This design comes from an exercise in tuning for a short achievable clock period and few clock cycles per item on the open sky130 flow, not from production work. Function was checked by simulation only, so behaviour that the tests miss may differ from the original. Power figures rest on the tool's default switching activity, not on a simulated workload.

==> maple: inputs <==
Design neighbor_sort_by_degree, start of the top module:
module neighbor_sort_by_degree #(
	parameter int unsigned MAX_ENTRIES = 32,
	parameter int unsigned GRAN        = 8,
	parameter int unsigned NGRAN       = 8
) (
	input  logic        clk,
	input  logic        arst_n,
	input  logic        nbr_valid,
	output logic        nbr_ready,
	input  logic [31:0] nbr_vertex_id,
	input  logic [31:0] nbr_degree,
	input  logic        nbr_last,
	output logic        sorted_valid,
	input  logic        sorted_ready,
	output logic [31:0] sorted_id,
	output logic [31:0] sorted_degree,
	output logic        sorted_end_of_list,
	output logic        sorted_overflow
);
	localparam int unsigned D    = MAX_ENTRIES;
	localparam int unsigned DW   = nsbd_pkg::IdW + nsbd_pkg::DegW;
	localparam int unsigned NSEG = D / GRAN;                    
	localparam int unsigned CW   = $clog2(D + 1);
	logic            ready_q;
	logic            ready_p;     
	logic            in_v_q;
	logic [31:0]     in_id_q;
	logic [31:0]     in_deg_q;
	logic            in_last_q;
	logic [CW-1:0]   in_cnt_q;    
	logic [NSEG-1:0] nd_oh;       
	logic            acc;
	logic            acc_last;
	assign acc      = nbr_valid && ready_q;
	assign acc_last = acc && nbr_last;
	always_comb begin
		nd_oh = '0;
		for (int k = 0; k < NSEG; k++) begin
			if (in_cnt_q >= CW'(D)) nd_oh[k] = (k == NSEG - 1);
			else                    nd_oh[k] = (32'(in_cnt_q) / GRAN == k);
		end
	end
	always_ff @(posedge clk) begin
		in_id_q   <= nbr_vertex_id;
		in_deg_q  <= nbr_degree;
		in_last_q <= nbr_last;
	end
	function automatic logic [2:0] cmp_half(input logic [31:0] a, input logic [31:0] b);
		cmp_half = {a[31:16] > b[31:16], a[31:16] == b[31:16], a[15:0] >= b[15:0]};
	endfunction
	logic [D*DW-1:0] s_pair;       
	logic [D-1:0]    s_val;        
  ...
Settings: LEC_CHECK=0, CAP_MARGIN=20, CORE_MARGIN=2, CORE_UTILIZATION=70, CTS_CLUSTER_DIAMETER=60, CTS_CLUSTER_SIZE=30, SETUP_SLACK_MARGIN=3.3, SLEW_MARGIN=20, TNS_END_PERCENT=100; clock period 6.0 ns.
run.sh (not shown) runs the stock make flow with config.mk's settings and CLKGATE_MAP_FILE= SYNTH_SCRIPT=/design/flow/synth_recipe.tcl, a recipe that flattens the netlist after the stock synthesis.
==> juniper: changes against maple <==
--- a/flow/design.v
+++ b/flow/design.v
@@ -181,17 +181,14 @@
 	logic [NGRAN-1:0]        rp_q;
 	logic [NGRAN-1:0]        rpd_q;     
 	logic [NGRAN-1:0]        wp_n;
 	logic [NGRAN-1:0]        rp_n;
 	logic [NGRAN-1:0]        rpd_n;
 	logic                    copy_n;
-	localparam int unsigned NPR = GRAN / 2;    
 	logic [NGRAN-1:0]        ld_q;      
 	logic [NGRAN-1:0]        sh_q;      
-	logic [NGRAN*NPR-1:0]    ldp_q;     
-	logic [NGRAN*NPR-1:0]    shp_q;     
 	logic                    adv_q;     
 	logic                    adv_n;
 	logic                    rd1;       
 	logic                    gfin;      
 	logic                    gfin_q;
 	logic [DW+1:0]           hd;        
@@ -243,38 +240,17 @@
 			for (int o = 0; o < NSEG; o++) begin
 				win_n = win_n | wp_n[(g + NGRAN - o) % NGRAN];
 			end
 		end
 		always_ff @(posedge clk) begin
 			if (ld_q[g]) begin
+				pair <= s_pair[P*GRAN*DW +: GRAN*DW];
 				ovf  <= s_ovf_q;
 				eol  <= seg_eol[P];
-			end
-		end
-		for (genvar k = 0; k < NPR; k++) begin : g_pr
-			logic [2*DW-1:0] upper;    
-			if (k == NPR - 1) begin : g_top
-				assign upper = {{DW{1'b0}}, pair[(2*k+1)*DW +: DW]};
-			end else begin : g_mid
-				assign upper = pair[(2*k+1)*DW +: 2*DW];
-			end
-			always_ff @(posedge clk) begin
-				if (ldp_q[g*NPR+k]) begin
-					pair[2*k*DW +: 2*DW] <= s_pair[(P*GRAN+2*k)*DW +: 2*DW];
-				end else if (shp_q[g*NPR+k]) begin
-					pair[2*k*DW +: 2*DW] <= upper;
-				end
-			end
-			always_ff @(posedge clk or negedge arst_n) begin
-				if (!arst_n) begin
-					ldp_q[g*NPR+k] <= 1'b0;
-					shp_q[g*NPR+k] <= 1'b0;
-				end else begin
-					ldp_q[g*NPR+k] <= copy_n && win_n && s_val_n[P*GRAN+2*k];
-					shp_q[g*NPR+k] <= val_n[0] && !skid_v_n && rp_n[g] && val_n[2*k+1];
-				end
+			end else if (sh_q[g]) begin
+				pair <= {{DW{1'b0}}, pair[GRAN*DW-1:DW]};
 			end
 		end
 		always_ff @(posedge clk or negedge arst_n) begin
 			if (!arst_n) begin
 				val     <= '0;
 				ld_q[g] <= 1'b0;
==> flow/config.mk (replaced) <==
export PLATFORM = sky130hd
export DESIGN_NAME = neighbor_sort_by_degree
export DESIGN_NICKNAME = neighbor_sort_by_degree
export VERILOG_FILES = /design/flow/design.v
export SDC_FILE = /design/flow/constraint.sdc
export NUM_CORES = 4
export LEC_CHECK = 0
export CAP_MARGIN = 20
export CORE_MARGIN = 2
export CORE_UTILIZATION = 65
export SETUP_SLACK_MARGIN = 3.3
export SLEW_MARGIN = 20
export TNS_END_PERCENT = 100
==> comparison table <==
                                                                                 maple                  juniper
Total power density per cell area                                             340 nW/µm²               284 nW/µm²
Ratio of cells with drive above 1 in the final layout                              39.2%                    38.1%
Area of the die                                                               443000 µm²               473000 µm²
Synthesized area divided by synthesized cell count                              16.4 µm²                 16.1 µm²
Power of the sequential group                                                   61000 µW                 51400 µW
Outcome                                                          complete, no violations  complete, no violations
Pre-CTS setup slack                                                             0.927 ns                  1.06 ns
GR Layer Usage met3                                                                11.0%                    9.28%
Multi-input comb cells                                                             10.5k                    10.8k
Antenna violations before repair                                                      81                       74
Multi-input gate area                                                         102000 µm²               100000 µm²
Area inside the core boundary                                                 435000 µm²               467000 µm²
Seq cells post-synth                                                                6849                     6793
Maximum number of pins on one net before global-route repair                         142                      152
Number of different library cells in the post-synthesis netlist                       94                       80
Headroom to the max-slew limit                                                     14.9%                    13.5%
Gpl congestion                                                                     0.973                    0.977
Number of cells on the worst reg-to-reg path                                           6                        5
Worst flop-to-flop path endpoint                                               out_h[10]                out_h[20]
Insertion delay of the later-clocked pin in the worst-skew pair                  1.12 ns                  1.13 ns
Number of iterations in the first detailed-routing pass                                8                       10
Peak Freq                                                                        347 MHz                  343 MHz
Total routed wirelength                                                        966000 µm                907000 µm
Effective utilization at floorplan                                                 70.4%                    65.1%
Placed cell area                                                              315000 µm²               313000 µm²
GR met2 Demand/Resource                                                            64.1%                    55.5%
Testbench counts of maple, summed over its fixed seeds: cycles 6,912, items 6,624.
Testbench counts of juniper, summed over its fixed seeds: cycles 6,912, items 6,624.

-- re-timing with driven ports --
No port has a modelled driver above. Below, the same layouts with a new extraction and two added sets of constraints. Step 1: set_driving_cell puts a clkbuf_16 on clk and a buf_2 on each other input, an assumption about the parent block. Step 2, shift: input delay + t, output delay - t, t = (earliest + latest rising clock arrival at the registers) / 2. This alone moves slack from input paths to output paths. Slacks: ideal ports / drivers / drivers and shift; pairs: ideal ports / drivers.
run | t (ns) | setup WS [ns] | worst hold slack (ns) | clock arrival spread, ns | worst register clock-pin slew, ns
maple | 1.200 | 3.122 / 2.983 / 1.782 | 0.166 / 0.092 / 0.305 | 0.085 / 0.085 | 0.11 / 0.11
juniper | 1.231 | 3.084 / 2.957 / 1.956 | 0.114 / 0.038 / 0.325 | 0.062 / 0.062 | 0.07 / 0.07
After both steps every run listed still meets setup and hold. For maple, which loses most, drivers alone change the setup slack by -0.139 ns; drivers and shift together by -1.340 ns.
